This design comes from an exercise in tuning for a short achievable clock period on the open sky130 flow, not from production work.
Where RTL was checked, it was by simulation tests only, not by an equivalence proof against the original.
No functional check of the RTL was part of runs 3 and 6.
Power figures rest on the tool's default switching activity, not on a simulated workload.

--- flow/design.v ---
module imem_loader #(
  parameter int unsigned        DATA_W    = 32,
  parameter int unsigned        DEPTH     = 64,
  parameter logic [DATA_W-1:0]  HALT_WORD = DATA_W'(32'h0000007F),
  localparam int unsigned       CNT_W     = $clog2(DEPTH) + 1
) (
  input  logic              clk,
  input  logic              rst_n,
  input  logic              ld_start,
  input  logic              ld_valid,
  input  logic [DATA_W-1:0] ld_data,
  input  logic              ld_last,
  output logic              ld_ready,
  input  logic              req,
  input  logic [31:0]       pc,
  output logic              rsp_valid,
  output logic [DATA_W-1:0] inst,
  output logic              fault,
  output logic [1:0]        fault_cause,
  output logic              mem_ready,
  output logic [CNT_W-1:0]  loaded_cnt,
  output logic              ovf
);
  localparam int unsigned AW = $clog2(DEPTH);
  logic               st_load_q, st_load_d;
  logic               st_ready_q, st_ready_d;
  logic [CNT_W-1:0]   ptr_q, ptr_d;
  logic [DEPTH-1:0]   th_q, th_d;          
  logic [DEPTH-1:0]   wsel_q, wsel_d;      
  logic [DEPTH-1:0]   lm_q, lm_d;          
  logic               ovf_q, ovf_d;
  logic               ld_ready_q, ld_ready_d;
  logic               full;
  logic               take;                
  logic               wr_go;               
  logic [DATA_W-1:0]  mem [DEPTH];
  always_comb begin
    full       = th_q[DEPTH-1];
    take       = st_load_q && ld_valid && !ld_start;
    wr_go      = ld_valid && !ld_start;    
    st_load_d  = st_load_q;
    st_ready_d = st_ready_q;
    ptr_d      = ptr_q;
    th_d       = th_q;
    wsel_d     = wsel_q;
    ovf_d      = ovf_q;
    if (ld_start) begin
      st_load_d  = 1'b1;
      st_ready_d = 1'b0;
      ptr_d      = '0;
      th_d       = '0;
      wsel_d     = DEPTH'(1);
      ovf_d      = 1'b0;
    end else if (take) begin
      if (!full) begin
        ptr_d  = ptr_q + 1'b1;
        th_d   = {th_q[DEPTH-2:0], 1'b1};
        wsel_d = wsel_q << 1;
      end else begin
        ovf_d = 1'b1;
      end
      if (ld_last) begin
        st_load_d  = 1'b0;
        st_ready_d = 1'b1;
        wsel_d     = '0;
      end
    end
    ld_ready_d = st_load_d && !th_d[DEPTH-1];
    lm_d       = {DEPTH{st_ready_d}} & th_d;
  end
  always_ff @(posedge clk or negedge rst_n) begin
    if (!rst_n) begin
      st_load_q  <= 1'b0;
      st_ready_q <= 1'b0;
      ptr_q      <= '0;
      th_q       <= '0;
      wsel_q     <= '0;
      lm_q       <= '0;
      ovf_q      <= 1'b0;
      ld_ready_q <= 1'b0;
    end else begin
      st_load_q  <= st_load_d;
      st_ready_q <= st_ready_d;
      ptr_q      <= ptr_d;
      th_q       <= th_d;
      wsel_q     <= wsel_d;
      lm_q       <= lm_d;
      ovf_q      <= ovf_d;
      ld_ready_q <= ld_ready_d;
    end
  end
  for (genvar i = 0; i < DEPTH; i++) begin : g_word
    always_ff @(posedge clk) begin
      if (ld_start) begin
        mem[i] <= '0;
      end else if (wr_go && wsel_q[i]) begin
        mem[i] <= ld_data;
      end
    end
  end
  localparam int unsigned LO = AW / 2;             
  localparam int unsigned HI = AW - LO;            
  logic               aligned;
  logic               in_range;
  logic [(1<<LO)-1:0] dec_lo;
  logic [(1<<HI)-1:0] dec_hi;
  logic               is_loaded;
  logic               addr_ok;
  logic               good;
  logic [1:0]         cause;
  always_comb begin
    aligned  = (pc[1:0] == 2'b00);
    in_range = ~|pc[31:2+AW];
    for (int k = 0; k < (1 << LO); k++) dec_lo[k] = (pc[2+LO-1:2] == LO'(k));
    for (int j = 0; j < (1 << HI); j++) dec_hi[j] = (pc[2+AW-1:2+LO] == HI'(j));
    is_loaded = 1'b0;
    for (int i = 0; i < DEPTH; i++) is_loaded = is_loaded | (lm_q[i] && dec_lo[i % (1 << LO)] && dec_hi[i >> LO]);
    addr_ok  = aligned && in_range;
    good     = addr_ok && is_loaded;
    if (!aligned)        cause = 2'b01;
    else if (!in_range)  cause = 2'b10;
    else if (!is_loaded) cause = 2'b11;
    else                 cause = 2'b00;
  end
  logic [(1<<HI)-1:0] sel_hi;
  logic [DATA_W-1:0]  grp [1<<HI];
  logic [DATA_W-1:0]  inst_d;
  always_comb begin
    for (int j = 0; j < (1 << HI); j++) sel_hi[j] = req && addr_ok && st_ready_q && dec_hi[j];
    for (int j = 0; j < (1 << HI); j++) begin
      grp[j] = '0;
      for (int k = 0; k < (1 << LO); k++) begin
        grp[j] = grp[j] | ({DATA_W{dec_lo[k]}} & mem[j*(1<<LO) + k]);
      end
    end
    inst_d = ({DATA_W{!req}} & inst_q) | ({DATA_W{req && !good}} & HALT_WORD);
    for (int j = 0; j < (1 << HI); j++) begin
      inst_d = inst_d | ({DATA_W{sel_hi[j]}} & grp[j]);
    end
  end
  logic               rsp_valid_q;
  logic [DATA_W-1:0]  inst_q;
  logic               fault_q;
  logic [1:0]         cause_q;
  always_ff @(posedge clk or negedge rst_n) begin
    if (!rst_n) begin
      rsp_valid_q <= 1'b0;
      inst_q      <= '0;
      fault_q     <= 1'b0;
      cause_q     <= 2'b00;
    end else begin
      rsp_valid_q <= req;
      inst_q      <= inst_d;
      if (req) begin
        fault_q <= !good;
        cause_q <= cause;
      end
    end
  end
  assign rsp_valid   = rsp_valid_q;
  assign inst        = inst_q;
  assign fault       = fault_q;
  assign fault_cause = cause_q;
  assign mem_ready   = st_ready_q;
  assign loaded_cnt  = ptr_q;
  assign ld_ready    = ld_ready_q;
  assign ovf         = ovf_q;
endmodule
--- flow/run.sh ---
#!/bin/bash
# synth_recipe.tcl (not shown) runs the flow's synth.tcl, then flattens the netlist and writes it again
# the make line also repeats each setting of config.mk as NAME=value (left out here)
make -C /OpenROAD-flow-scripts/flow DESIGN_CONFIG=/design/flow/config.mk WORK_HOME=/design/flow/orfs CLKGATE_MAP_FILE= SYNTH_SCRIPT=/design/flow/synth_recipe.tcl finish
--- flow/config.mk ---
export PLATFORM = sky130hd
export DESIGN_NAME = imem_loader
export DESIGN_NICKNAME = imem_loader
export VERILOG_FILES = /design/flow/design.v
export SDC_FILE = /design/flow/constraint.sdc
export NUM_CORES = 4
export LEC_CHECK = 0
export ABC_CLOCK_PERIOD_IN_PS = 1500
export CAP_MARGIN = 20
export CORE_MARGIN = 2
export CORE_UTILIZATION = 35
export CTS_CLUSTER_DIAMETER = 150
export CTS_CLUSTER_SIZE = 25
export SETUP_SLACK_MARGIN = 1.3
export SLEW_MARGIN = 20
--- flow/constraint.sdc ---
create_clock -name core_clock -period 3.0 [get_ports {clk}]
set_input_delay 0.6000 -clock core_clock [delete_from_list [all_inputs] [get_ports {clk}]]
set_output_delay 0.6000 -clock core_clock [all_outputs]
set_load 0.01 [all_outputs]
==> run notes, run 1 <==
outcome complete, no violations; arrival time at the worst endpoint 3.23 ns; number of library cell types mapped by synthesis 79; via count of the first global-routing pass 85,800; Cells after Synth 12,100; count of buffer and inverter cells on the critical path 6; startpoint of the most critical hold path req; buffer depth of the longest clock path 3; overflow left after global routing 0; Total Nets Final 12,300; per-instance average area after synthesis 8.31 µm²; Initial Utilization 0.352; routed len/inst 28.0 µm; Final min period 2.52 ns; cts bufs inserted 102; share of flip-flops with an asynchronous set or reset 0.105; total of flip-flops plus latches after synthesis 2,287; global-route wire length before repair 640,000 µm; top flip-flop cell by instance count after synthesis sky130_fd_sc_hd__dfxtp_1; sequential-to-total area share from yosys stat 0.469; final estimated routing congestion in global placement 0.994; worst ir drop on vdd 0.510 mV; CP top delay family compound AO/OA/AOI/OAI gates; CP required 3.71 ns; finished layout cell area 0.118 mm²; Top-Level Pins 116; Tightest Pin Transition 1.11 ns; Routed Antenna Nets 0; drt pass-1 iters 10; area of placed instances 0.112 mm²; number of design-rule violations left by the first detailed-router iteration 13,300; combined area of the multi-input logic cells 0.0498 mm²; worst-case clock skew 0.0734 ns; detailed-route vias per instance 5.78; Setup violations, final 0; clock latency reported for the late side of the worst-skew pair 0.90 ns; library cell used as clock root buffer sky130_fd_sc_hd__clkbuf_16; detailed-route DRC error count 0; type of the setup path with the least slack in2reg; number of enable flip-flop cells after synthesis 0; HPWL after detailed placement 281,000 µm; vias after detailed routing 92,700; Seq. cell area 0.0470 mm²; H-tree depth reported by CTS 3; number of max-capacitance violations reported 0; maximum number of pins on one net before global-route repair 220; number of cell rows 196; overall die width 539 µm; die height 539 µm; number of endpoints with negative hold slack in the final report 0; number of inserted filler cells in the final layout 28,000; Total Power 52.2 mW; min-delay worst type in2reg; Total Negative Setup Slacks 0 ns; static leakage power 52.0 nW; stage delay of the slowest cell on the critical path 0.97 ns; clock input transition at the sequential cells of the worst setup and hold paths 0.11 ns; Sinks on Clock Net 2,287; post-synthesis instance area 0.100 mm²; Detailed Route WL 449,000 µm; maximum net fanout on the critical path 7; power density of the placed cells 442 mW/mm²; Overall Global Routing Usage 0.296; core outline area 0.285 mm²; CP max-delay cell sky130_fd_sc_hd__a222oi_1; launching element type of the critical path primary input; Non-Filler Instances 16,000; startpoint of the worst register-to-register path st_ready_q; Critical Path Source pc[4]; Post-Place Cells 15,700; RSZ-0062 raised after global routing true; Slew Limit Headroom 0.259; post-synth net total 12,100; Max Slew Vio Count 0; final worst path period share 0.838; TritonCTS clock tree done; ratio of cells with drive above 1 in the final layout 0.155; number of antenna violations at the first check in global routing 24; area delta synth->final 18.1%; type of destination of the critical path register; critical path, cell by cell buf_16, buf_12, buf_12, buf_8, buf_6, mux4_2, nor2_4, o21ai_2, buf_6, a222oi_1, nand3_2; total of warnings raised by yosys 3; overall die area 0.290 mm²; count of buffers inserted at the top-level ports 115; FMAX 398 MHz
[placed cells by master, fill, tap and decap left out, types with 51 or more instances in the layout]
| cell | Yosys | final |
|---|---|---|
| sky130_fd_sc_hd__nand2_1 | 4502 | 4467 |
| sky130_fd_sc_hd__nand3b_1 | 2107 | 2107 |
| sky130_fd_sc_hd__dfxtp_1 | 2048 | 2048 |
| sky130_fd_sc_hd__buf_4 | 31 | 893 |
| sky130_fd_sc_hd__a22oi_1 | 413 | 394 |
| sky130_fd_sc_hd__buf_12 | 0 | 237 |
| sky130_fd_sc_hd__dfrtp_1 | 239 | 205 |
| sky130_fd_sc_hd__mux2_2 | 156 | 144 |
| sky130_fd_sc_hd__a221oi_1 | 187 | 141 |
| sky130_fd_sc_hd__a21oi_1 | 147 | 129 |
| sky130_fd_sc_hd__o21ai_0 | 122 | 109 |
| sky130_fd_sc_hd__clkbuf_16 | 0 | 107 |
| sky130_fd_sc_hd__buf_6 | 28 | 89 |
| sky130_fd_sc_hd__mux2i_1 | 87 | 85 |
| sky130_fd_sc_hd__nor2_1 | 95 | 83 |
| sky130_fd_sc_hd__a22o_1 | 77 | 77 |
| sky130_fd_sc_hd__and2_1 | 69 | 61 |
| sky130_fd_sc_hd__mux4_2 | 52 | 52 |
| sky130_fd_sc_hd__a221oi_2 | 6 | 51 |
[sequential cells by signal (all words and copies together) (netlist names)]
register / flops
cause_q: 2
fault_q: 1
inst_q: 32
ld_ready_q: 1
lm_q: 64
mem: 2048
ovf_q: 1
ptr_q: 7
rsp_valid_q: 1
st_load_q: 1
st_ready_q: 1
th_q: 64
wsel_q: 64
[final cells by class]
type / instances / area share
Clock inverter: 8 / 0.00118
Inverter: 11 / 0.000455
Antenna cell: 15 / 0.000317
Timing Repair Buffer: 1304 / 0.117
Tap cell: 3762 / 0.0398
Clock buffer: 135 / 0.0228
Multi-Input combinational cell: 8516 / 0.421
Sequential cell: 2287 / 0.398
[metal layers]
layer  routed length [µm]  GRT usage
met5                   54          0
met4                29200      0.164
met3                54000     0.0763
met2               186000      0.430
met1               180000      0.398
[cell usage after synthesis (all sizes together), types with 41 or more instances]
library cell / count / share of area
a31oi: 77 / 0.0048
clkbuf: 986 / 0.037
a222oi: 41 / 0.0041
dfrtp: 239 / 0.060
buf: 263 / 0.015
and2: 70 / 0.0044
mux2i: 87 / 0.0087
a22oi: 413 / 0.031
a21oi: 147 / 0.0073
nand3b: 2107 / 0.16
a221oi: 193 / 0.017
nand2: 4502 / 0.17
mux2: 163 / 0.018
o21ai: 123 / 0.0061
dfxtp: 2048 / 0.41
mux4: 52 / 0.012
a22o: 77 / 0.0067
nor2: 95 / 0.0036
[cells by family after synthesis]
family	count (synthesis)	share of synthesized area
AND/OR/NAND/NOR	6946	0.346
flip-flops	2287	0.469
AO/OA/AOI/OAI	1262	0.0936
buffers and inverters	1260	0.0521
multiplexers	302	0.0388
XOR/XNOR	3	0.000262
adder cells (fa/ha/maj)	1	0.000125
[path summary, 6_finish.rpt]
| check | endpoint | slack (ns) | cells past startpoint |
|---|---|---|---|
| setup / recovery | inst_q[13] | 0.48 | 11 |
| setup reg to reg | inst_q[13] | 0.56 | 7 |
| hold / removal | rsp_valid_q | 0.09 | 2 |
| hold reg to reg | mem[1][22] | 0.48 | 2 |
| max in group asynchronous | wsel_q[37] | 1.98 | 3 |
| min in group asynchronous | wsel_q[54] | 0.20 | 2 |
[stage by stage]
stage,worst slack [ns],utilization,hold slack (ns)
after floorplan,0.549,-,0.304
after global placement,-0.703,0.393,0.456
after detailed placement,-0.697,0.393,0.457
after CTS,0.633,0.413,0.125
after global routing,0.538,0.415,0.0921
final,0.485,0.415,0.0925
[worst register-to-register path: cells and delay by family (launching register included)]
kind	cells	cell delay (ns)
AOI/OAI and AO/OA	1	0.94
and+or+nand+nor	4	0.68
DFF	1	0.41
buffers and inverters	2	0.31
[repair_timing]
item                                     CTS  global route
setup buffers                             95            25
hold buffers                               1             0
hold endpoints to repair                 167             0
endpoints found under the setup margin  1477           182
resized for setup                        547            61
cloned                                    19             4
pin swaps                                 51            30
[report_power, final]
group | internal (mW) | switching [mW] | total [mW]
combinational | 1.64 | 3.00 | 4.63
clock | 6.42 | 10.7 | 17.1
sequential | 30.5 | 0.0703 | 30.5
==> run 2: changes to the inputs <==
==> flow/flow/run.sh (new file) <==
#!/bin/bash
# Standard layout, with the port buffers inserted as plain buf_4 cells
# (instead of the delay buffer buffer_ports picks by default) so that the
# timing repair can size them like any other buffer.
export BUFFER_PORTS_ARGS="-buffer_cell sky130_fd_sc_hd__buf_4"
bash standard.sh > standard.log 2>&1
==> flow/standard.sh (new file) <==
#!/bin/bash
# synth_recipe.tcl (not shown) runs the flow's synth.tcl, then flattens the netlist and writes it again
# the make line also repeats each setting of config.mk as NAME=value (left out here)
make -C /OpenROAD-flow-scripts/flow DESIGN_CONFIG=/design/flow/config.mk WORK_HOME=/design/flow/orfs CLKGATE_MAP_FILE= SYNTH_SCRIPT=/design/flow/synth_recipe.tcl "${@:-finish}"
removed: flow/run.sh
==> run 2 against run 1 <==
  * Still clean
  * Sequential power about the same
  * Wire length is 2.7% lower
  * Sequential share of layout area up 0.60 points
  * Utilization decreased by 0.62 points
  * Cell count fell by 0.91%
  * Total power down 0.57%
  * Via count decreased by 0.99%
==> run notes, run 2 <==
cell types occupying the most area after synthesis sky130_fd_sc_hd__dfxtp_1 41%, sky130_fd_sc_hd__nand2_1 17%, sky130_fd_sc_hd__nand3b_1 16%; adder and majority gate portion of the synthesized area 0.000125 (unchanged); count of buffers inserted at the top-level ports 115 (unchanged); Cells after Synth 12,100 (unchanged); total of flip-flops plus latches after synthesis 2,287 (unchanged); commonest cells after routing, fill and taps aside 4,468 x sky130_fd_sc_hd__nand2_1, 2,107 x sky130_fd_sc_hd__nand3b_1, 2,044 x sky130_fd_sc_hd__dfxtp_1; top flip-flop cell by instance count after synthesis sky130_fd_sc_hd__dfxtp_1; largest reg by FF count mem; TritonCTS clock tree done; Setup violations, final 0 (unchanged); FMAX 354 MHz (-11%); min-delay worst type in2reg; worst-case clock skew 0.0609 ns (-0.0125 ns); Initial Utilization 0.352 (unchanged); die height 539 µm (unchanged); type of the setup path with the least slack reg2reg; area of placed instances 0.111 mm² (-1.2%); power density of the placed cells 446 mW/mm² (+0.92%); number of design-rule violations left by the first detailed-router iteration 13,300 (-0.26%); HPWL after detailed placement 274,000 µm (-2.5%); post-synthesis instance area 0.100 mm² (unchanged); H-tree depth reported by CTS 3 (unchanged); clock input transition at the sequential cells of the worst setup and hold paths 0.11 ns (about the same); Final Util 0.409 (-0.00616); detailed-route DRC error count 0 (unchanged); overall die width 539 µm (unchanged); overflow left after global routing 0 (unchanged); most common cell after layout, fill and taps aside sky130_fd_sc_hd__nand2_1; outcome complete, no violations; total of warnings raised by yosys 3 (unchanged); library cell used as clock root buffer sky130_fd_sc_hd__clkbuf_16; Total Power 51.9 mW (-0.57%); routed len/inst 27.5 µm (-1.8%); proportion of synthesized area in mux cells 0.0388 (unchanged); static leakage power 51.1 nW (-1.7%); sequential-to-total area share from yosys stat 0.469 (unchanged); clock latency reported for the late side of the worst-skew pair 0.86 ns (-0.04 ns); RSZ-0062 raised after global routing true; Synth Area in XOR/XNOR 0.000262 (unchanged); final estimated routing congestion in global placement 0.979 (-1.5%); area share of the largest cell type after synthesis 0.409 (unchanged); per-instance average area after synthesis 8.31 µm² (unchanged); Slew Limit Headroom 0.172 (-0.0865); number of library cell types mapped by synthesis 79 (unchanged); Top-Level Pins 116 (unchanged); buffer depth of the longest clock path 3 (unchanged); CP required 3.74 ns (+0.03 ns); core outline area 0.285 mm² (unchanged); Post-Place Cells 15,600 (-0.83%); area delta synth->final 16.3%; startpoint of the most critical hold path ld_valid; number of endpoints with negative hold slack in the final report 0 (unchanged); arrival time at the worst endpoint 3.56 ns (+0.33 ns); startpoint of the worst register-to-register path st_ready_q; flip-flop count of the largest register, all copies and words added 2,048 (unchanged); Detailed Route WL 437,000 µm (-2.7%); worst ir drop on vdd 0.596 mV (+17%); overall die area 0.290 mm² (unchanged); number of enable flip-flop cells after synthesis 0 (unchanged); Sinks on Clock Net 2,287 (unchanged); number of max-capacitance violations reported 0 (unchanged); maximum net fanout on the critical path 2 (-5); drt pass-1 iters 8 (-2); Critical Path Source st_ready_q; top-count cell post-synth sky130_fd_sc_hd__nand2_1; launching element type of the critical path register; Overall Global Routing Usage 0.287 (-0.00872); cts bufs inserted 102 (unchanged); combinational family with the most area after synthesis simple AND/OR/NAND/NOR gates; post-synth net total 12,100 (unchanged); global-route wire length before repair 623,000 µm (-2.5%); number of cell rows 196 (unchanged); vias after detailed routing 91,800 (-0.99%); cell type contributing the most total cell area after synthesis sky130_fd_sc_hd__dfxtp_1; number of antenna violations at the first check in global routing 20 (-17%); Routed Antenna Nets 0 (unchanged); Final min period 2.82 ns (+0.308 ns); finished layout cell area 0.117 mm² (-1.5%); share of the synthesized area in compound gates (AO/OA/AOI/OAI) 0.0936 (unchanged); post-synthesis share of cell area spent on and, or, nand and nor gates 0.346 (unchanged); type of destination of the critical path register; Tightest Pin Transition 1.24 ns (+0.130 ns); Non-Filler Instances 15,900 (-0.91%); Max Slew Vio Count 0 (unchanged); final worst path period share 0.941 (+0.103); detailed-route vias per instance 5.77 (about the same); worst hold slack across all endpoints 0.0527 ns (-0.0398 ns); share of flip-flops with an asynchronous set or reset 0.105 (unchanged); list of most frequent post-synthesis cells 4,502 x sky130_fd_sc_hd__nand2_1, 2,107 x sky130_fd_sc_hd__nand3b_1, 2,048 x sky130_fd_sc_hd__dfxtp_1; ratio of cells with drive above 1 in the final layout 0.147 (-0.00781); maximum number of pins on one net before global-route repair 260 (+18%); Total Nets Final 12,200 (-1.2%); via count of the first global-routing pass 84,900 (-1.0%)
[run 2: cell count changes in the layout (fill, tap and decap cells not counted), sizes merged, moves of 9 or more]
cell,previous run,this run
buf,1257,1159
bufbuf,10,1
clkdlybuf4s50,12,0
diode,15,6
dlygate4sd2,19,0
[run 2: cells by family after synthesis]
logic type      after synthesis
compound gates             1262
xor+xnor                      3
mux                         302
simple gates               6946
buf+inv                    1260
fa+ha+maj                     1
flops                      2287
[run 2: layout make-up]
type	count	area, µm²
multi-input cells	8514	49800
clock buffers	139	2690
clock inverters	10	143
fillers	28300	168000
well taps	3762	4710
repair buffers	1163	12100
inverters	11	48.8
diodes	6	15.0
flip-flops and latches	2287	47000
[run 2: report_power, final]
| group | total [mW] | internal, mW | switching, mW |
|---|---|---|---|
| Combinational | 4.42 | 1.54 | 2.88 |
| Sequential | 30.5 | 30.5 | 0.0694 |
| Clock | 17.0 | 6.39 | 10.6 |
| Total | 51.9 | 38.4 | 13.6 |
[run 2: timing repair]
action / CTS / global route
pin swaps: 56 / 30
hold endpoints to repair: 58 / 0
setup buffers: 91 / 34
gates resized for setup: 315 / 66
cloned: 3 / 1
hold buffers: 2 / 0
setup endpoints to repair: 121 / 133
[run 2: routing by layer]
layer  wire, µm  part of all wire  vias up  GRT usage
met5        150           0.00034        -    0.00230
met4      28500             0.065       16      0.159
met3      49800              0.11      971     0.0702
met2     182000              0.42     5253      0.419
met1     177000              0.41    44800      0.387
li1           -                 -    40700          -
[run 2: per-stage QoR]
stage          setup WS [ns]  setup TNS, ns
2_1_floorplan          0.549              0
3_3_place_gp          -0.875         -12.59
3_5_place_dp          -0.880         -12.58
4_1_cts                0.281              0
5_1_grt                0.219              0
6_report               0.177              0
[run 2: worst max-delay path, stage by stage, from the launching register on]
cell                       delay [ns]
sky130_fd_sc_hd__dfrtp_2         0.41
sky130_fd_sc_hd__and4bb_2        0.28
sky130_fd_sc_hd__buf_6           0.13
sky130_fd_sc_hd__and3_4          0.16
sky130_fd_sc_hd__and3_4          0.25
sky130_fd_sc_hd__a222oi_1        0.80
sky130_fd_sc_hd__o221ai_1        0.32
sky130_fd_sc_hd__or3_1           0.37
[run 2: worst paths after layout]
kind	end	cells after the start	slack, ns
setup reg to reg	inst_q[26]	7	0.18
hold / removal	ovf_q	3	0.05
min in group asynchronous	wsel_q[8]	2	0.30
setup / recovery	inst_q[26]	7	0.18
max in group asynchronous	wsel_q[46]	3	1.82
hold reg to reg	mem[43][26]	2	0.48
==> run 3: changes to the inputs <==
--- a/flow/design.v
+++ b/flow/design.v
@@ -93,5 +93,3 @@
     always_ff @(posedge clk) begin
-      if (ld_start) begin
-        mem[i] <= '0;
-      end else if (wr_go && wsel_q[i]) begin
+      if (wr_go && wsel_q[i]) begin
         mem[i] <= ld_data;
@@ -106,2 +104,3 @@
   logic [(1<<HI)-1:0] dec_hi;
+  logic [DEPTH-1:0]   rsel;                        
   logic               is_loaded;
@@ -115,4 +114,5 @@
     for (int j = 0; j < (1 << HI); j++) dec_hi[j] = (pc[2+AW-1:2+LO] == HI'(j));
+    for (int i = 0; i < DEPTH; i++) rsel[i] = dec_lo[i % (1 << LO)] && lm_q[i];
     is_loaded = 1'b0;
-    for (int i = 0; i < DEPTH; i++) is_loaded = is_loaded | (lm_q[i] && dec_lo[i % (1 << LO)] && dec_hi[i >> LO]);
+    for (int i = 0; i < DEPTH; i++) is_loaded = is_loaded | (rsel[i] && dec_hi[i >> LO]);
     addr_ok  = aligned && in_range;
@@ -128,3 +128,3 @@
   always_comb begin
-    for (int j = 0; j < (1 << HI); j++) sel_hi[j] = req && addr_ok && st_ready_q && dec_hi[j];
+    for (int j = 0; j < (1 << HI); j++) sel_hi[j] = addr_ok && dec_hi[j];
     for (int j = 0; j < (1 << HI); j++) begin
@@ -132,6 +132,6 @@
       for (int k = 0; k < (1 << LO); k++) begin
-        grp[j] = grp[j] | ({DATA_W{dec_lo[k]}} & mem[j*(1<<LO) + k]);
+        grp[j] = grp[j] | ({DATA_W{rsel[j*(1<<LO) + k]}} & mem[j*(1<<LO) + k]);
       end
     end
-    inst_d = ({DATA_W{!req}} & inst_q) | ({DATA_W{req && !good}} & HALT_WORD);
+    inst_d = {DATA_W{!good}} & HALT_WORD;
     for (int j = 0; j < (1 << HI); j++) begin
@@ -152,4 +152,4 @@
       rsp_valid_q <= req;
-      inst_q      <= inst_d;
       if (req) begin
+        inst_q  <= inst_d;
         fault_q <= !good;
==> flow/flow/run.sh (replaced) <==
#!/bin/bash
# Standard layout with two changes to the cells the tools may pick:
# - the port buffers are plain buf_4 cells (buffer_ports otherwise picks a
#   delay buffer whose footprint the timing repair cannot resize), and
# - a222oi_1, which comes in a single weak size, is not used, so every gate
#   on the read path can be upsized by the timing repair.
# The platform's own don't-use list is kept and extended.
set -euo pipefail
plat_dont_use=$(awk '/^export DONT_USE_CELLS \+= /{on=1} on{print; if ($0 !~ /\\$/) exit}' \
  "$FLOW_HOME/platforms/sky130hd/config.mk" | grep -o 'sky130_fd_sc_hd__[a-z0-9_]*' | tr '\n' ' ')
echo "platform don't-use: $plat_dont_use" > run.log
bash standard.sh \
  "BUFFER_PORTS_ARGS=-buffer_cell sky130_fd_sc_hd__buf_4" \
  "DONT_USE_CELLS=$plat_dont_use sky130_fd_sc_hd__a222oi_1" \
  finish > standard.log 2>&1
==> run 3 against run 2 <==
  * Cell count fell by 45%
  * Die area fell by 15%
  * Clock skew rose by 0.018 ns
  * Clock power fell by 2%
  * Clock-buffer cell count rose by 46
  * Total power rose by 1.8%
  * Via count fell by 46%
  * Final area fell by 15%
  * Setup slack improved by 0.19 ns
  * Sequential share of layout area rose by 27 points
  * Synthesized cell count fell by 59%
  * Global-route usage fell by 8.8 points
  * Largest cell class is now registers
==> run notes, run 3 <==
outcome complete, no violations; detailed-route vias per instance 5.63 (-2.5%); area share of the largest cell type after synthesis 0.727 (+0.318); Endpoint, Worst Hold ovf_q; maximum net fanout on the critical path 15 (+13); TritonCTS clock tree done; number of enable flip-flop cells after synthesis 2,048 (+2,048); HPWL after detailed placement 154,000 µm (-44%); Cells after Synth 4,941 (-59%); Slew Limit Headroom 0.317 (+0.145); number of inserted filler cells in the final layout 21,300 (-25%); top-count cell post-synth sky130_fd_sc_hd__edfxtp_1; overall die area 0.246 mm² (-15%); worst-case clock skew 0.0786 ns (+0.0177 ns); CP required 3.69 ns (-0.05 ns); startpoint of the worst register-to-register path lm_q[27]; fraction of power consumed by the clock network 0.314 (-0.013); Combinational Power Share 0.028 (-0.057); Overall Global Routing Usage 0.199 (-0.0882); global-route wire length before repair 354,000 µm (-43%); cell types occupying the most area after synthesis sky130_fd_sc_hd__edfxtp_1 73%, sky130_fd_sc_hd__dfrtp_1 7.1%, sky130_fd_sc_hd__a22oi_1 5.7%; power density of the placed cells 531 mW/mm² (+19%); Switching Share 0.210 (-0.0514); number of max-capacitance violations reported 0 (unchanged); H-tree depth reported by CTS 3 (unchanged); sequential-to-total area share from yosys stat 0.798 (+0.329); via count of the first global-routing pass 47,600 (-44%); RSZ-0062 raised after global routing true; detailed-route DRC error count 0 (unchanged); type of destination of the critical path register; post-synth net total 5,012 (-59%); Placement Setup Slack -1.02 ns (-0.140 ns); clock input transition at the sequential cells of the worst setup and hold paths 0.10 ns (about the same); sequential fraction of design power 0.658 (+0.070); Top-Level Pins 116 (unchanged); overflow left after global routing 0 (unchanged); number of antenna violations at the first check in global routing 16 (-20%); Max Slew Vio Count 0 (unchanged); Sinks on Clock Net 2,287 (unchanged); share of flip-flops with an asynchronous set or reset 0.105 (unchanged); static leakage power 32.7 nW (-36%); type of the setup path with the least slack in2reg; finished layout cell area 0.0996 mm² (-15%); largest reg by FF count mem; Final min period 2.63 ns (-0.193 ns); launching element type of the critical path primary input; worst ir drop on vdd 0.511 mV (-14%); Final Util 0.415 (+0.00567); library cell used as clock root buffer sky130_fd_sc_hd__clkbuf_16; number of library cell types mapped by synthesis 64 (-19%); per-instance average area after synthesis 17.1 µm² (+110%); core outline area 0.240 mm² (-16%); cell depth of the worst hold path 3 (unchanged); worst hold slack across all endpoints 0.150 ns (+0.0974 ns); Post-Place Cells 8,444 (-46%); Routed Antenna Nets 0 (unchanged); Net Sw Power 11.1 mW (-18%); clock latency reported for the late side of the worst-skew pair 0.82 ns (-0.04 ns); Detailed Route WL 251,000 µm (-43%); FMAX 380 MHz (+7.4%); vias after detailed routing 49,200 (-46%); number of endpoints with negative hold slack in the final report 0 (unchanged); cell type contributing the most total cell area after synthesis sky130_fd_sc_hd__edfxtp_1; startpoint of the most critical hold path ld_valid; min-delay worst type in2reg; number of cell rows 180 (-8.2%); flip-flop count of the largest register, all copies and words added 2,048 (unchanged); die height 496 µm (-8.1%); cts bufs inserted 103 (+0.98%); final worst path period share 0.877 (-0.0645); worst setup slack for register-to-register paths 0.41 ns (+0.23 ns); drt pass-1 iters 8 (unchanged); Initial Utilization 0.352 (+0.000443); Total Negative Setup Slacks 0 ns (unchanged); cells on worst reg2reg path 11 (+4); list of most frequent post-synthesis cells 2,048 x sky130_fd_sc_hd__edfxtp_1, 642 x sky130_fd_sc_hd__a22oi_1, 282 x sky130_fd_sc_hd__nand2_1; maximum number of pins on one net before global-route repair 128 (-51%); post-synthesis instance area 0.0846 mm² (-16%); Total Nets Final 5,524 (-55%); most common cell after layout, fill and taps aside sky130_fd_sc_hd__edfxtp_1; arrival time at the worst endpoint 3.32 ns (-0.24 ns); Total Power 52.9 mW (+1.8%); buffer depth of the longest clock path 3 (unchanged); top flip-flop cell by instance count after synthesis sky130_fd_sc_hd__edfxtp_1; total of warnings raised by yosys 3 (unchanged); capturing point of the worst reg2reg path inst_q[12]; total of flip-flops plus latches after synthesis 2,287 (unchanged); number of design-rule violations left by the first detailed-router iteration 6,268 (-53%); final estimated routing congestion in global placement 0.918 (-6.2%); commonest cells after routing, fill and taps aside 2,048 x sky130_fd_sc_hd__edfxtp_1, 590 x sky130_fd_sc_hd__a22oi_1, 527 x sky130_fd_sc_hd__buf_4; area delta synth->final 17.8%; Tightest Pin Transition 1.02 ns (-0.218 ns); ratio of cells with drive above 1 in the final layout 0.227 (+0.0795); count of buffers inserted at the top-level ports 115 (unchanged); Non-Filler Instances 8,738 (-45%); area of placed instances 0.0940 mm² (-15%); overall die width 496 µm (-8.1%); Setup violations, final 0 (unchanged); internal power 41.8 mW (+8.9%); Final WS setup 0.370 ns (+0.193 ns); routed len/inst 28.7 µm (+4.3%)
==> run 3: cell types whose count changed after synthesis, moves of 65 or more <==
cell | previous run | this run
sky130_fd_sc_hd__nand2_1 | 4502 | 282
sky130_fd_sc_hd__nand3b_1 | 2107 | 1
sky130_fd_sc_hd__dfxtp_1 | 2048 | 0
sky130_fd_sc_hd__edfxtp_1 | 0 | 2048
sky130_fd_sc_hd__clkbuf_1 | 985 | 202
sky130_fd_sc_hd__a22oi_1 | 413 | 642
sky130_fd_sc_hd__mux2_2 | 156 | 1
sky130_fd_sc_hd__a22o_1 | 77 | 206
sky130_fd_sc_hd__mux2i_1 | 87 | 10
sky130_fd_sc_hd__a21oi_1 | 147 | 72
sky130_fd_sc_hd__nand3_1 | 31 | 103
sky130_fd_sc_hd__nand4_1 | 39 | 104
==> run 3: worst max path at each step <==
stage,from,to,cells after the start
2_1_floorplan,pc[4],inst_q[0],11
3_3_place_gp,pc[4],inst_q[12],11
3_5_place_dp,pc[2],inst_q[13],12
4_1_cts,lm_q[27],inst_q[12],11
5_1_grt,lm_q[27],inst_q[12],11
6_report,pc[4],inst_q[12],12
==> run 3: cell families after synthesis <==
logic type      count (synthesis)  synth area share
xor+xnor                        5          0.000518
compound gates               1382             0.124
buf+inv                       406            0.0210
flops                        2287             0.798
fa+ha+maj                       1          0.000148
mux                            19           0.00345
simple gates                  841            0.0531
==> run 3: layout make-up <==
type / instances / area [µm²] / area share
tap: 3185 / 3990 / 0.0400
antenna: 12 / 30.0 / 0.000301
clock buffer: 185 / 2910 / 0.0292
clock inverter: 8 / 169 / 0.00170
multi-input combinational: 2248 / 17300 / 0.173
timing repair buffer: 745 / 7500 / 0.0753
sequential: 2287 / 67500 / 0.678
inverter: 68 / 255 / 0.00256
==> run 3: metal layers <==
metal | wire length, µm | vias up | part of all wire | track usage
met2 | 118000 | 1965 | 0.47 | 0.316
met1 | 106000 | 25900 | 0.42 | 0.283
met3 | 16700 | 298 | 0.066 | 0.0219
met4 | 10100 | 4 | 0.040 | 0.0757
met5 | 27 | - | 0.00011 | 0
li1 | - | 21000 | - | -
==> run 3: power by group through the flow <==
| stage | registers, mW | logic [mW] | clock network, mW |
|---|---|---|---|
| finish | 34.8 | 1.47 | 16.6 |
| global route | 34.8 | 1.55 | 17.8 |
| CTS | 34.8 | 1.45 | 16.8 |
| detailed placement | 35.5 | 1.38 | 0 |
| global placement | 35.5 | 1.34 | 0 |
| floorplan | 35.5 | 0.330 | 0 |
==> run 3: repair_timing <==
| item | in CTS | in global routing |
|---|---|---|
| cloned | 4 | 1 |
| setup endpoints to repair | 94 | 167 |
| buffers inserted | 74 | 9 |
| pin swaps | 138 | 71 |
| hold buffers | 1 | 0 |
| endpoints found under the hold margin | 40 | 0 |
| resized for setup | 326 | 71 |
==> run 3: worst max-delay path, stage by stage <==
cell and delay, ns:
sky130_fd_sc_hd__buf_6 0.21, sky130_fd_sc_hd__buf_12 0.19, sky130_fd_sc_hd__buf_4 0.19, sky130_fd_sc_hd__and4b_2 0.30, sky130_fd_sc_hd__buf_4 0.21, sky130_fd_sc_hd__buf_4 0.18
sky130_fd_sc_hd__a22o_1 0.21, sky130_fd_sc_hd__a221oi_2 0.26, sky130_fd_sc_hd__nand3_1 0.22, sky130_fd_sc_hd__a221oi_2 0.41, sky130_fd_sc_hd__buf_4 0.24, sky130_fd_sc_hd__a21oi_2 0.06
==> run 4: changes to the inputs <==
--- a/flow/design.v
+++ b/flow/design.v
@@ -27,15 +27,12 @@
   logic [CNT_W-1:0]   ptr_q, ptr_d;
-  logic [DEPTH-1:0]   th_q, th_d;          
-  logic [DEPTH-1:0]   wsel_q, wsel_d;      
-  logic [DEPTH-1:0]   lm_q, lm_d;          
   logic               ovf_q, ovf_d;
   logic               ld_ready_q, ld_ready_d;
+  logic [DEPTH-1:0]   lm_q, lm_d;          
+  logic [DEPTH-1:0]   wsel_q, wsel_d;      
   logic               full;
   logic               take;                
-  logic               wr_go;               
   logic [DATA_W-1:0]  mem [DEPTH];
   always_comb begin
-    full       = th_q[DEPTH-1];
+    full       = ptr_q[AW];
     take       = st_load_q && ld_valid && !ld_start;
-    wr_go      = ld_valid && !ld_start;    
     st_load_d  = st_load_q;
@@ -43,5 +40,4 @@
     ptr_d      = ptr_q;
-    th_d       = th_q;
+    ovf_d      = ovf_q;
     wsel_d     = wsel_q;
-    ovf_d      = ovf_q;
     if (ld_start) begin
@@ -50,5 +46,4 @@
       ptr_d      = '0;
-      th_d       = '0;
+      ovf_d      = 1'b0;
       wsel_d     = DEPTH'(1);
-      ovf_d      = 1'b0;
     end else if (take) begin
@@ -56,3 +51,2 @@
         ptr_d  = ptr_q + 1'b1;
-        th_d   = {th_q[DEPTH-2:0], 1'b1};
         wsel_d = wsel_q << 1;
@@ -67,4 +61,4 @@
     end
-    ld_ready_d = st_load_d && !th_d[DEPTH-1];
-    lm_d       = {DEPTH{st_ready_d}} & th_d;
+    ld_ready_d = st_load_d && !ptr_d[AW];
+    for (int i = 0; i < DEPTH; i++) lm_d[i] = st_ready_d && (ptr_d > CNT_W'(i));
   end
@@ -75,7 +69,6 @@
       ptr_q      <= '0;
-      th_q       <= '0;
+      ovf_q      <= 1'b0;
+      ld_ready_q <= 1'b0;
       wsel_q     <= '0;
       lm_q       <= '0;
-      ovf_q      <= 1'b0;
-      ld_ready_q <= 1'b0;
     end else begin
@@ -84,7 +77,6 @@
       ptr_q      <= ptr_d;
-      th_q       <= th_d;
+      ovf_q      <= ovf_d;
+      ld_ready_q <= ld_ready_d;
       wsel_q     <= wsel_d;
       lm_q       <= lm_d;
-      ovf_q      <= ovf_d;
-      ld_ready_q <= ld_ready_d;
     end
@@ -93,3 +85,3 @@
     always_ff @(posedge clk) begin
-      if (wr_go && wsel_q[i]) begin
+      if (take && wsel_q[i]) begin
         mem[i] <= ld_data;
@@ -104,3 +96,3 @@
   logic [(1<<HI)-1:0] dec_hi;
-  logic [DEPTH-1:0]   rsel;                        
+  logic [DEPTH-1:0]   wsel;                        
   logic               is_loaded;
@@ -114,5 +106,5 @@
     for (int j = 0; j < (1 << HI); j++) dec_hi[j] = (pc[2+AW-1:2+LO] == HI'(j));
-    for (int i = 0; i < DEPTH; i++) rsel[i] = dec_lo[i % (1 << LO)] && lm_q[i];
+    for (int i = 0; i < DEPTH; i++) wsel[i] = dec_lo[i % (1 << LO)] && lm_q[i];
     is_loaded = 1'b0;
-    for (int i = 0; i < DEPTH; i++) is_loaded = is_loaded | (rsel[i] && dec_hi[i >> LO]);
+    for (int i = 0; i < DEPTH; i++) is_loaded = is_loaded | (wsel[i] && dec_hi[i >> LO]);
     addr_ok  = aligned && in_range;
@@ -128,3 +120,3 @@
   always_comb begin
-    for (int j = 0; j < (1 << HI); j++) sel_hi[j] = addr_ok && dec_hi[j];
+    for (int j = 0; j < (1 << HI); j++) sel_hi[j] = req && addr_ok && dec_hi[j];
     for (int j = 0; j < (1 << HI); j++) begin
@@ -132,6 +124,6 @@
       for (int k = 0; k < (1 << LO); k++) begin
-        grp[j] = grp[j] | ({DATA_W{rsel[j*(1<<LO) + k]}} & mem[j*(1<<LO) + k]);
+        grp[j] = grp[j] | ({DATA_W{wsel[j*(1<<LO) + k]}} & mem[j*(1<<LO) + k]);
       end
     end
-    inst_d = {DATA_W{!good}} & HALT_WORD;
+    inst_d = ({DATA_W{!req}} & inst_q) | ({DATA_W{req && !good}} & HALT_WORD);
     for (int j = 0; j < (1 << HI); j++) begin
@@ -152,4 +144,4 @@
       rsp_valid_q <= req;
+      inst_q      <= inst_d;
       if (req) begin
-        inst_q  <= inst_d;
         fault_q <= !good;
==> run 4 against run 3 <==
  * Register-to-register slack worse by 0.12 ns
  * Clock-buffer cell count down 8
  * Setup slack worse by 0.076 ns
  * Cell count up 0.81%
  * Global-route usage up 2.1 points
  * Critical path depth down 2
  * Die area down 3.3%
  * Non-clock buffer count up 454
==> run notes, run 4 <==
outcome complete, no violations; cell types occupying the most area after synthesis sky130_fd_sc_hd__edfxtp_1 75%, sky130_fd_sc_hd__a22oi_1 5.6%, sky130_fd_sc_hd__dfrtp_1 5.4%; library cell used as clock root buffer sky130_fd_sc_hd__clkbuf_16; final estimated routing congestion in global placement 0.927 (+0.98%); maximum net fanout on the critical path 17 (+2); launching element type of the critical path register; number of endpoints with negative hold slack in the final report 0 (unchanged); Seq. cell area 0.0659 mm² (-2.4%); list of most frequent post-synthesis cells 2,048 x sky130_fd_sc_hd__edfxtp_1, 608 x sky130_fd_sc_hd__a22oi_1, 279 x sky130_fd_sc_hd__a22o_1; min-delay worst type in2reg; vias after detailed routing 53,600 (+9.0%); overall die width 487 µm (-1.6%); power density of the placed cells 495 mW/mm² (-6.8%); top-count cell post-synth sky130_fd_sc_hd__edfxtp_1; overall die area 0.238 mm² (-3.3%); Total Nets Final 5,747 (+4.0%); type of destination of the critical path register; Global Route met3 Usage 0.0454 (+0.0235); GRT met1 Usage 0.313 (+0.0308); area delta synth->final 28.2%; Max Slew Vio Count 0 (unchanged); Tightest Pin Transition 1.11 ns (+0.0810 ns); flip-flop count of the largest register, all copies and words added 2,048 (unchanged); combined area of the multi-input logic cells 0.0182 mm² (+5.6%); CP required 3.66 ns (-0.03 ns); overflow left after global routing 0 (unchanged); Detailed Route WL 301,000 µm (+20%); post-synthesis instance area 0.0818 mm² (-3.3%); total of flip-flops plus latches after synthesis 2,223 (-2.8%); die height 487 µm (-1.6%); Non-Filler Instances 8,809 (+0.81%); Top-Level Pins 116 (unchanged); Final min period 2.71 ns (+0.0759 ns); routed len/inst 34.2 µm (+19%); worst ir drop on vdd 0.456 mV (-11%); number of antenna violations at the first check in global routing 22 (+6); Cells after Synth 4,592 (-7.1%); detailed-route vias per instance 6.09 (+8.1%); clock latency reported for the late side of the worst-skew pair 0.84 ns (+0.02 ns); Overall Global Routing Usage 0.220 (+0.0206); cell type contributing the most total cell area after synthesis sky130_fd_sc_hd__edfxtp_1; Routed Antenna Nets 0 (unchanged); drt pass-1 iters 6 (-2); via count of the first global-routing pass 46,400 (-2.6%); sequential-to-total area share from yosys stat 0.805 (+0.00751); number of max-capacitance violations reported 0 (unchanged); TritonCTS clock tree done; share of flip-flops with an asynchronous set or reset 0.0787 (-0.0258); FMAX 370 MHz (-2.8%); count of buffers inserted at the top-level ports 115 (unchanged); maximum number of pins on one net before global-route repair 69 (-46%); detailed-route DRC error count 0 (unchanged); final worst path period share 0.902 (+0.0253); number of design-rule violations left by the first detailed-router iteration 9,425 (+50%); arrival time at the worst endpoint 3.37 ns (+0.05 ns); Slew Limit Headroom 0.263 (-0.0540); cts bufs inserted 99 (-3.9%); post-synth net total 4,663 (-7.0%); static leakage power 34.6 nW (+5.9%); largest reg by FF count mem; type of the setup path with the least slack reg2reg; Initial Utilization 0.352 (about the same); HPWL after detailed placement 169,000 µm (+9.6%); total of warnings raised by yosys 3 (unchanged); number of cell rows 177 (-1.7%); met2 track demand over resource 0.338 (+0.0221); worst hold slack across all endpoints 0.0556 ns (-0.0945 ns); global-route wire length before repair 371,000 µm (+4.7%); ratio of cells with drive above 1 in the final layout 0.338 (+0.111); number of enable flip-flop cells after synthesis 2,048 (unchanged); Total Negative Setup Slacks 0 ns (unchanged); RSZ-0062 raised after global routing true; area share of the largest cell type after synthesis 0.752 (+0.0247); most common cell after layout, fill and taps aside sky130_fd_sc_hd__edfxtp_1; worst-case clock skew 0.0497 ns (-0.0289 ns); Post-Place Cells 8,027 (-4.9%); most used routing layer in global routing met2; registers with the most flip-flops mem (2048), lm_q (64), wsel_q (64); Setup violations, final 0 (unchanged); buffer depth of the longest clock path 3 (unchanged); number of inserted filler cells in the final layout 19,600 (-7.9%); clock input transition at the sequential cells of the worst setup and hold paths 0.10 ns (about the same); per-instance average area after synthesis 17.8 µm² (+4.1%); commonest cells after routing, fill and taps aside 2,048 x sky130_fd_sc_hd__edfxtp_1, 665 x sky130_fd_sc_hd__buf_4, 564 x sky130_fd_sc_hd__a22oi_1; top flip-flop cell by instance count after synthesis sky130_fd_sc_hd__edfxtp_1; Final Util 0.451 (+0.0365); core outline area 0.233 mm² (-3.2%); Sinks on Clock Net 2,223 (-2.8%); H-tree depth reported by CTS 3 (unchanged); number of library cell types mapped by synthesis 81 (+27%)
==> run 4: cell types whose count changed in the layout (fill, tap and decap cells not counted), moves of 60 or more <==
| cell | delta |
|---|---|
| sky130_fd_sc_hd__a22o_1 | +71 |
| sky130_fd_sc_hd__and2_4 | +90 |
| sky130_fd_sc_hd__buf_12 | +156 |
| sky130_fd_sc_hd__buf_4 | +138 |
| sky130_fd_sc_hd__buf_6 | +128 |
| sky130_fd_sc_hd__dfrtp_1 | -71 |
| sky130_fd_sc_hd__inv_1 | -60 |
| sky130_fd_sc_hd__nand2_1 | -150 |
| sky130_fd_sc_hd__nor2_1 | -85 |
| sky130_fd_sc_hd__o21ai_0 | -65 |
==> run 4: worst max-delay path, stage by stage (launching register included) <==
cell and delay, ns:
sky130_fd_sc_hd__dfrtp_1 0.43, sky130_fd_sc_hd__and4bb_4 0.25, sky130_fd_sc_hd__buf_12 0.15, sky130_fd_sc_hd__buf_12 0.16
sky130_fd_sc_hd__a22oi_2 0.19, sky130_fd_sc_hd__nand4_1 0.20, sky130_fd_sc_hd__a221oi_2 0.23, sky130_fd_sc_hd__buf_4 0.17
sky130_fd_sc_hd__o2bb2ai_4 0.14, sky130_fd_sc_hd__a221oi_4 0.46, sky130_fd_sc_hd__nand3_1 0.15
==> run 4: final timing paths <==
check	startpoint	end	slack, ns	depth (start not counted)
max	lm_q[52]	inst_q[23]	0.29	10
min	req	rsp_valid_q	0.06	2
max reg2reg	lm_q[52]	inst_q[23]	0.29	10
min reg2reg	wsel_q[13]	wsel_q[14]	0.54	1
max in group asynchronous	rst_n	inst_q[5]	1.54	3
min in group asynchronous	rst_n	inst_q[15]	0.34	2
==> run 4: area by class of cell <==
cell class	count	area share
well taps	3043	0.0363
repair buffers	1199	0.132
clock inverters	8	0.00136
repair inverters	1	0.0000835
diodes	6	0.000143
flip-flops and latches	2223	0.628
inverters	24	0.00115
clock buffers	177	0.0266
multi-input cells	2128	0.174
==> run 4: routing by layer <==
| layer | routed length (µm) | up-vias |
|---|---|---|
| met5 | 74 | - |
| met4 | 13400 | 10 |
| met3 | 39700 | 588 |
| met2 | 136000 | 3985 |
| met1 | 113000 | 27700 |
| li1 | - | 21400 |
==> run 4: power by group <==
part           leakage [nW]  internal (mW)  switching (mW)
Sequential             20.8           33.8          0.0401
Combinational          12.5          0.518            1.31
Clock                  1.39           6.45            9.74
==> run 4: through the flow <==
step           power [mW]  area [µm²]  setup WS, ns
6_report             51.9      105000         0.294
5_1_grt              53.0      105000         0.303
4_1_cts              51.4       97100         0.409
3_5_place_dp         35.9       91200         -1.07
3_3_place_gp         35.8       91200         -1.23
2_1_floorplan        34.9       82800         0.510
==> run 4: repair_timing <==
action,4_1_cts,5_1_grt
hold buffers,1,0
pin swaps,139,172
setup buffers,122,339
gates cloned,4,125
endpoints found under the setup margin,2261,2257
endpoints found under the hold margin,63,0
resized for setup,415,445
==> run 4: logic make-up after synthesis <==
group,count (synthesis),synth area share
compound gates,1394,0.130
xor+xnor,2,0.000214
fa+ha+maj,1,0.000153
buf+inv,333,0.0184
flops,2223,0.805
mux,15,0.00266
simple gates,624,0.0433
==> run 5: changes to the inputs <==
==> flow/run.sh (new file) <==
#!/bin/bash
# synth_recipe.tcl (not shown) runs the flow's synth.tcl, then flattens the netlist and writes it again
# the make line also repeats each setting of config.mk as NAME=value (left out here)
make -C /OpenROAD-flow-scripts/flow DESIGN_CONFIG=/design/flow/config.mk WORK_HOME=/design/flow/orfs CLKGATE_MAP_FILE= SYNTH_SCRIPT=/design/flow/synth_recipe.tcl finish
--- a/flow/config.mk
+++ b/flow/config.mk
@@ -11,4 +11,4 @@
 export CORE_UTILIZATION = 35
-export CTS_CLUSTER_DIAMETER = 150
-export CTS_CLUSTER_SIZE = 25
+export CTS_CLUSTER_DIAMETER = 200
+export CTS_CLUSTER_SIZE = 28
 export SETUP_SLACK_MARGIN = 1.3
removed: flow/flow/run.sh
removed: flow/standard.sh
==> run 5 against run 4 <==
  * Synthesized cell count shrank 2.5%
  * Sequential share of layout area shrank 4.2 points
  * Combinational power grew 7%
  * Via count grew 1.9%
  * Final area grew 7.1%
  * Setup slack gained 0.29 ns
  * Cell count grew 2.7%
  * Clock skew shrank 0.0046 ns
  * Utilization grew 3.3 points
  * Synthesized area shrank 0.34%
  * Still clean on timing, DRC and antenna
==> run notes, run 5 <==
startpoint of the worst register-to-register path lm_q[41]; Seq. cell area 0.0659 mm² (about the same); drt pass-1 iters 9 (+3); cells on worst reg2reg path 8 (-2); most used routing layer in global routing met2; type of the setup path with the least slack reg2reg; maximum net fanout on the critical path 15 (-2); cell types occupying the most area after synthesis sky130_fd_sc_hd__edfxtp_1 75%, sky130_fd_sc_hd__a22oi_1 6.0%, sky130_fd_sc_hd__dfrtp_1 5.4%; Max Slew Vio Count 0 (unchanged); core outline area 0.232 mm² (-0.19%); area share of the largest cell type after synthesis 0.754 (+0.00258); per-instance average area after synthesis 18.2 µm² (+2.2%); largest reg by FF count mem; worst-case clock skew 0.0451 ns (-0.00459 ns); cell type contributing the most total cell area after synthesis sky130_fd_sc_hd__edfxtp_1; total of flip-flops plus latches after synthesis 2,223 (unchanged); post-synth net total 4,548 (-2.5%); CP required 3.67 ns (about the same); Global Route met3 Usage 0.0602 (+0.0148); capturing point of the worst reg2reg path inst_q[2]; commonest cells after routing, fill and taps aside 2,048 x sky130_fd_sc_hd__edfxtp_1, 624 x sky130_fd_sc_hd__a22oi_1, 576 x sky130_fd_sc_hd__buf_4; overall die width 487 µm (-0.17%); number of max-capacitance violations reported 0 (unchanged); Slew Limit Headroom 0.272 (+0.00884); HPWL after detailed placement 183,000 µm (+8.5%); final estimated routing congestion in global placement 0.958 (+3.4%); launching element type of the critical path register; Setup violations, final 0 (unchanged); share of flip-flops with an asynchronous set or reset 0.0787 (unchanged); FMAX 413 MHz (+12%); type of destination of the critical path register; flip-flop count of the largest register, all copies and words added 2,048 (unchanged); library cell used as clock root buffer sky130_fd_sc_hd__clkbuf_16; post-synthesis instance area 0.0815 mm² (-0.34%); number of design-rule violations left by the first detailed-router iteration 9,519 (+1.0%); sequential-to-total area share from yosys stat 0.808 (+0.00277); detailed-route DRC error count 0 (unchanged); Non-Filler Instances 9,043 (+2.7%); vias after detailed routing 54,600 (+1.9%); global-route wire length before repair 418,000 µm (+13%); Final min period 2.42 ns (-0.286 ns); Top-Level Pins 116 (unchanged); list of most frequent post-synthesis cells 2,048 x sky130_fd_sc_hd__edfxtp_1, 653 x sky130_fd_sc_hd__a22oi_1, 210 x sky130_fd_sc_hd__a22o_1; GRT met1 Usage 0.342 (+0.0288); overall die area 0.237 mm² (-0.34%); maximum number of pins on one net before global-route repair 96 (+39%); die height 487 µm (-0.17%); number of antenna violations at the first check in global routing 30 (+36%); Routed Antenna Nets 0 (unchanged); routed len/inst 34.7 µm (+1.3%); RSZ-0062 raised after global routing true; Post-Place Cells 8,145 (+1.5%); number of enable flip-flop cells after synthesis 2,048 (unchanged); Initial Utilization 0.351 (-0.000536); number of library cell types mapped by synthesis 80 (-1.2%); power density of the placed cells 455 mW/mm² (-8.0%); number of inserted filler cells in the final layout 18,600 (-4.9%); top flip-flop cell by instance count after synthesis sky130_fd_sc_hd__edfxtp_1; combined area of the multi-input logic cells 0.0165 mm² (-9.4%); cts bufs inserted 89 (-10%); clock latency reported for the late side of the worst-skew pair 0.80 ns (-0.04 ns); final worst path period share 0.807 (-0.0953); Detailed Route WL 314,000 µm (+4.0%); Overall Global Routing Usage 0.253 (+0.0331); static leakage power 38.1 nW (+10%); most common cell after layout, fill and taps aside sky130_fd_sc_hd__edfxtp_1; number of cell rows 177 (unchanged); registers with the most flip-flops mem (2048), lm_q (64), wsel_q (64); TritonCTS clock tree done; met2 track demand over resource 0.389 (+0.0508); total of warnings raised by yosys 3 (unchanged); ratio of cells with drive above 1 in the final layout 0.365 (+0.0274); Total Nets Final 5,987 (+4.2%); Cells after Synth 4,477 (-2.5%); Final Util 0.484 (+0.0329); worst ir drop on vdd 0.434 mV (-4.8%); count of buffers inserted at the top-level ports 115 (unchanged); Sinks on Clock Net 2,223 (unchanged); overflow left after global routing 0 (unchanged); number of endpoints with negative hold slack in the final report 0 (unchanged); via count of the first global-routing pass 50,800 (+9.5%); Tightest Pin Transition 1.09 ns (-0.0133 ns); top-count cell post-synth sky130_fd_sc_hd__edfxtp_1; arrival time at the worst endpoint 3.09 ns (-0.28 ns); buffer depth of the longest clock path 3 (unchanged); outcome complete, no violations; min-delay worst type in2async; area delta synth->final 37.8%; clock input transition at the sequential cells of the worst setup and hold paths 0.12 ns (+0.02 ns); H-tree depth reported by CTS 3 (unchanged); detailed-route vias per instance 6.04 (-0.73%); worst setup slack for register-to-register paths 0.58 ns (+0.29 ns)
-- run 5: changes by cell type in the layout (fill, tap and decap cells not counted), moves of 35 or more --
cell,delta
sky130_fd_sc_hd__buf_4,-89
sky130_fd_sc_hd__a22o_1,-68
sky130_fd_sc_hd__nand3_1,+42
sky130_fd_sc_hd__a21oi_1,-69
sky130_fd_sc_hd__and2_4,-91
sky130_fd_sc_hd__buf_16,+188
sky130_fd_sc_hd__a222oi_1,+107
sky130_fd_sc_hd__a22oi_1,+60
sky130_fd_sc_hd__buf_12,+153
sky130_fd_sc_hd__buf_6,+95
sky130_fd_sc_hd__nand2_1,-35
sky130_fd_sc_hd__buf_2,+39
-- run 5: critical path, stage by stage, from the launching register on --
cell and delay [ns]:
sky130_fd_sc_hd__dfrtp_1 0.42, sky130_fd_sc_hd__and4bb_2 0.27, sky130_fd_sc_hd__buf_12 0.16, sky130_fd_sc_hd__buf_4 0.21, sky130_fd_sc_hd__a22oi_1 0.19, sky130_fd_sc_hd__nand4_1 0.20
sky130_fd_sc_hd__buf_12 0.19, sky130_fd_sc_hd__a221oi_1 0.44, sky130_fd_sc_hd__nand4_1 0.15
-- run 5: per-layer routing --
metal	routed length, µm	share of wire
met1	115000	0.37
met2	140000	0.45
met3	39700	0.13
met4	18200	0.058
met5	134	0.00043
-- run 5: kinds of logic (layout without fill, tap and decap cells) --
family	count (synthesis)	in the layout	synth area share
xor+xnor	2	2	0.000215
buf+inv	322	1828	0.0186
flops	2223	2223	0.808
mux	14	14	0.00255
other cells	0	10	0
fa+ha+maj	1	1	0.000153
compound gates	1294	1294	0.127
simple gates	621	628	0.0436
-- run 5: worst max-delay path by stage --
stage | cells after the start | startpoint | to | slack (ns)
6_report | 8 | lm_q[41] | inst_q[2] | 0.58
5_1_grt | 8 | lm_q[41] | inst_q[2] | 0.55
2_1_floorplan | 12 | pc[2] | inst_q[1] | 0.61
4_1_cts | 11 | lm_q[54] | inst_q[2] | 0.57
3_3_place_gp | 10 | pc[4] | inst_q[3] | -0.32
3_5_place_dp | 10 | pc[4] | inst_q[3] | -0.31
-- run 5: power breakdown --
part	internal, mW	switching [mW]
Sequential	33.8	0.0516
Combinational	0.663	1.29
Clock	5.86	9.46
Total	40.4	10.8
-- run 5: cell type report --
cell class,instances,share of cell area
antenna,10,0.000223
inverter,23,0.00105
tap,3043,0.0339
clock buffer,161,0.0226
multi-input combinational,1939,0.147
sequential,2223,0.587
timing repair buffer,1640,0.208
clock inverter,4,0.000412
-- run 5: repair_timing --
action | 4_1_cts | 5_1_grt
hold buffers | 1 | 0
pin swaps | 113 | 158
setup endpoints to repair | 2251 | 2262
hold endpoints to repair | 56 | 0
gates resized for setup | 832 | 301
setup buffers | 389 | 121
cloned | 184 | 28
-- run 5: through the flow --
step / setup slack (ns) / hold slack, ns / power (mW) / cell area (µm²) / setup TNS [ns]
floorplan: 0.611 / 0.304 / 34.9 / 82600 / 0
global placement: -0.319 / 0.492 / 36.0 / 95200 / -3.95
detailed placement: -0.313 / 0.490 / 36.0 / 95200 / -4.63
CTS: 0.573 / 0.186 / 51.0 / 109000 / 0
global route: 0.551 / 0.224 / 52.2 / 112000 / 0
finish: 0.580 / 0.229 / 51.2 / 112000 / 0
==> run 6: changes to the inputs <==
--- a/flow/design.v
+++ b/flow/design.v
@@ -29,3 +29,2 @@
   logic               ld_ready_q, ld_ready_d;
-  logic [DEPTH-1:0]   lm_q, lm_d;          
   logic [DEPTH-1:0]   wsel_q, wsel_d;      
@@ -62,3 +61,2 @@
     ld_ready_d = st_load_d && !ptr_d[AW];
-    for (int i = 0; i < DEPTH; i++) lm_d[i] = st_ready_d && (ptr_d > CNT_W'(i));
   end
@@ -72,3 +70,2 @@
       wsel_q     <= '0;
-      lm_q       <= '0;
     end else begin
@@ -80,3 +77,2 @@
       wsel_q     <= wsel_d;
-      lm_q       <= lm_d;
     end
@@ -90,42 +86,19 @@
   end
-  localparam int unsigned LO = AW / 2;             
-  localparam int unsigned HI = AW - LO;            
-  logic               aligned;
+  logic [29:0]        idx;
   logic               in_range;
-  logic [(1<<LO)-1:0] dec_lo;
-  logic [(1<<HI)-1:0] dec_hi;
-  logic [DEPTH-1:0]   wsel;                        
   logic               is_loaded;
-  logic               addr_ok;
-  logic               good;
   logic [1:0]         cause;
+  logic [DATA_W-1:0]  rd_word;
   always_comb begin
-    aligned  = (pc[1:0] == 2'b00);
-    in_range = ~|pc[31:2+AW];
-    for (int k = 0; k < (1 << LO); k++) dec_lo[k] = (pc[2+LO-1:2] == LO'(k));
-    for (int j = 0; j < (1 << HI); j++) dec_hi[j] = (pc[2+AW-1:2+LO] == HI'(j));
-    for (int i = 0; i < DEPTH; i++) wsel[i] = dec_lo[i % (1 << LO)] && lm_q[i];
-    is_loaded = 1'b0;
-    for (int i = 0; i < DEPTH; i++) is_loaded = is_loaded | (wsel[i] && dec_hi[i >> LO]);
-    addr_ok  = aligned && in_range;
-    good     = addr_ok && is_loaded;
-    if (!aligned)        cause = 2'b01;
-    else if (!in_range)  cause = 2'b10;
-    else if (!is_loaded) cause = 2'b11;
-    else                 cause = 2'b00;
-  end
-  logic [(1<<HI)-1:0] sel_hi;
-  logic [DATA_W-1:0]  grp [1<<HI];
-  logic [DATA_W-1:0]  inst_d;
-  always_comb begin
-    for (int j = 0; j < (1 << HI); j++) sel_hi[j] = req && addr_ok && dec_hi[j];
-    for (int j = 0; j < (1 << HI); j++) begin
-      grp[j] = '0;
-      for (int k = 0; k < (1 << LO); k++) begin
-        grp[j] = grp[j] | ({DATA_W{wsel[j*(1<<LO) + k]}} & mem[j*(1<<LO) + k]);
-      end
-    end
-    inst_d = ({DATA_W{!req}} & inst_q) | ({DATA_W{req && !good}} & HALT_WORD);
-    for (int j = 0; j < (1 << HI); j++) begin
-      inst_d = inst_d | ({DATA_W{sel_hi[j]}} & grp[j]);
+    idx       = pc[31:2];
+    in_range  = (idx < 30'(DEPTH));
+    is_loaded = (idx < {{(30 - CNT_W){1'b0}}, ptr_q});
+    rd_word   = mem[idx[AW-1:0]];
+    cause     = 2'b00;
+    if (pc[1:0] != 2'b00) begin
+      cause = 2'b01;
+    end else if (!in_range) begin
+      cause = 2'b10;
+    end else if (!st_ready_q || !is_loaded) begin
+      cause = 2'b11;
     end
@@ -144,5 +117,5 @@
       rsp_valid_q <= req;
-      inst_q      <= inst_d;
       if (req) begin
-        fault_q <= !good;
+        inst_q  <= (cause == 2'b00) ? rd_word : HALT_WORD;
+        fault_q <= (cause != 2'b00);
         cause_q <= cause;
--- a/flow/config.mk
+++ b/flow/config.mk
@@ -11,4 +11,2 @@
 export CORE_UTILIZATION = 35
-export CTS_CLUSTER_DIAMETER = 200
-export CTS_CLUSTER_SIZE = 28
 export SETUP_SLACK_MARGIN = 1.3
==> run 6 against run 5 <==
  * Via count up 13%
  * Wire length up 37%
  * Clock-buffer cell count up 125
  * Maximum frequency down 9.0%
  * Final area down 1.1%
  * Total power up 21%
  * Synthesized area down 2.5%
  * Synthesized cell count down 0.20%
  * Setup slack worse by 0.24 ns
==> run notes, run 6 <==
Detailed Route WL 429,000 µm (+37%); maximum number of pins on one net before global-route repair 80 (-17%); static leakage power 37.9 nW (-0.57%); number of endpoints with negative hold slack in the final report 0 (unchanged); per-instance average area after synthesis 17.8 µm² (-2.3%); clock latency reported for the late side of the worst-skew pair 0.95 ns (+0.15 ns); Post-Place Cells 8,110 (-0.43%); share of the synthesized area in compound gates (AO/OA/AOI/OAI) 0.108 (-0.0190); TritonCTS clock tree done; Tightest Pin Transition 1.02 ns (-0.0732 ns); power density of the placed cells 559 mW/mm² (+23%); core outline area 0.225 mm² (-2.9%); Max Slew Vio Count 0 (unchanged); min-delay worst type in2reg; drt pass-1 iters 9 (unchanged); sequential-to-total area share from yosys stat 0.808 (about the same); number of antenna violations at the first check in global routing 31 (+3.3%); CP required 3.77 ns (+0.10 ns); list of most frequent post-synthesis cells 2,048 x sky130_fd_sc_hd__edfxtp_1, 613 x sky130_fd_sc_hd__a22oi_1, 246 x sky130_fd_sc_hd__nand2_1; number of max-capacitance violations reported 0 (unchanged); Routed Antenna Nets 0 (unchanged); arrival time at the worst endpoint 3.42 ns (+0.33 ns); Synth Area in XOR/XNOR 0.000551 (+0.000336); commonest cells after routing, fill and taps aside 2,048 x sky130_fd_sc_hd__edfxtp_1, 605 x sky130_fd_sc_hd__a22oi_1, 539 x sky130_fd_sc_hd__buf_4; Placement Setup Slack -0.643 ns (-0.330 ns); area share of the largest cell type after synthesis 0.773 (+0.0190); Slew Limit Headroom 0.319 (+0.0466); final worst path period share 0.886 (+0.0796); routed len/inst 47.1 µm (+36%); worst ir drop on vdd 0.462 mV (+6.3%); via count of the first global-routing pass 54,500 (+7.4%); detailed-route DRC error count 0 (unchanged); count of buffers inserted at the top-level ports 115 (unchanged); HPWL after detailed placement 235,000 µm (+28%); largest reg by FF count mem; flip-flop count of the largest register, all copies and words added 2,048 (unchanged); total of warnings raised by yosys 2 (-1); die height 481 µm (-1.2%); outcome complete, no violations; post-synthesis share of cell area spent on and, or, nand and nor gates 0.0531 (+0.00952); Final min period 2.66 ns (+0.239 ns); number of library cell types mapped by synthesis 74 (-7.5%); Total Nets Final 5,971 (-0.27%); Final WS setup 0.341 ns (-0.239 ns); overall die width 481 µm (-1.2%); RSZ-0062 raised after global routing true; overall die area 0.231 mm² (-2.4%); combinational family with the most area after synthesis compound AO/OA/AOI/OAI gates; Total Negative Setup Slacks 0 ns (unchanged)
==> run 6: cell count changes after synthesis, sizes merged, moves of 38 or more <==
cell and change:
a22o -86, o21ai +80, nand3 -63, a22oi -39, a31oi -38, a222oi -97, nor3 +59, dfrtp -64
nand2 +134, mux2i +73
==> run 6: kinds of logic (layout without fill, tap and decap cells) <==
| group | after synthesis | count (layout) |
|---|---|---|
| compound gates | 1135 | 1135 |
| buf+inv | 271 | 1877 |
| simple gates | 801 | 802 |
| other cells | 0 | 38 |
| xor+xnor | 5 | 5 |
| fa+ha+maj | 7 | 7 |
| mux | 90 | 90 |
| flops | 2159 | 2159 |
==> run 6: area by class of cell <==
type	instances	area (µm²)	share of cell area
timing repair buffer	1474	21400	0.193
sequential	2159	64300	0.579
antenna	38	95.1	0.000856
clock inverter	107	1020	0.00920
tap	2992	3740	0.0337
multi-input combinational	2039	14800	0.133
inverter	10	37.5	0.000338
clock buffer	286	5690	0.0513
==> run 6: stage by stage <==
step,hold WS [ns],util
global placement,0.472,0.412
floorplan,0.304,-
finish,0.0298,0.493
detailed placement,0.473,0.412
global route,0.0502,0.492
CTS,0.00983,0.481
==> run 6: repair_timing <==
| action | CTS | global route |
|---|---|---|
| endpoints found under the setup margin | 2050 | 2156 |
| hold buffers | 2 | 0 |
| pin swaps | 15 | 12 |
| buffers inserted | 285 | 97 |
| gates resized for setup | 703 | 164 |
| cloned | 148 | 31 |
| endpoints found under the hold margin | 83 | 0 |
==> run 6: routing by layer <==
metal,global-route usage,vias to the layer above,share of wire
met3,0.191,2151,0.20
met2,0.471,7467,0.39
li1,-,21500,-
met4,0.269,40,0.10
met5,0.0396,-,0.0049
met1,0.409,30400,0.31
==> run 6: power by group <==
group          internal [mW]  switching [mW]
logic                  0.888            1.75
clock network           14.5            12.0
registers               33.0          0.0174
==> run 6: critical path, stage by stage <==
cell	delay [ns]
sky130_fd_sc_hd__buf_2	0.23
sky130_fd_sc_hd__buf_4	0.19
sky130_fd_sc_hd__nand2b_1	0.18
sky130_fd_sc_hd__buf_12	0.17
sky130_fd_sc_hd__buf_12	0.12
sky130_fd_sc_hd__nor3_4	0.12
sky130_fd_sc_hd__buf_4	0.23
sky130_fd_sc_hd__a22o_1	0.20
sky130_fd_sc_hd__a221oi_1	0.31
sky130_fd_sc_hd__nand4_1	0.35
sky130_fd_sc_hd__nor4_1	0.55
sky130_fd_sc_hd__a21oi_1	0.14
==> run 6: worst paths after layout <==
check | from | cells after the start | endpoint | slack, ns
worst max-delay path | pc[4] | 12 | inst_q[5] | 0.34
worst min-delay path | ld_data[19] | 1 | mem[58][19] | 0.03
worst max register to register | ptr_q[4] | 12 | inst_q[30] | 0.39
worst min register to register | wsel_q[52] | 2 | wsel_q[52] | 0.51
max in group asynchronous | rst_n | 3 | inst_q[15] | 1.98
min in group asynchronous | rst_n | 2 | wsel_q[22] | 0.14

Check on run 6: ideal ports give 0.341 ns setup slack; a clkbuf_16 on the clock port and buf_2 on the inputs give 0.390 ns; moving port delays by the midpoint clock arrival (0.992 ns) as well gives -0.584 ns.
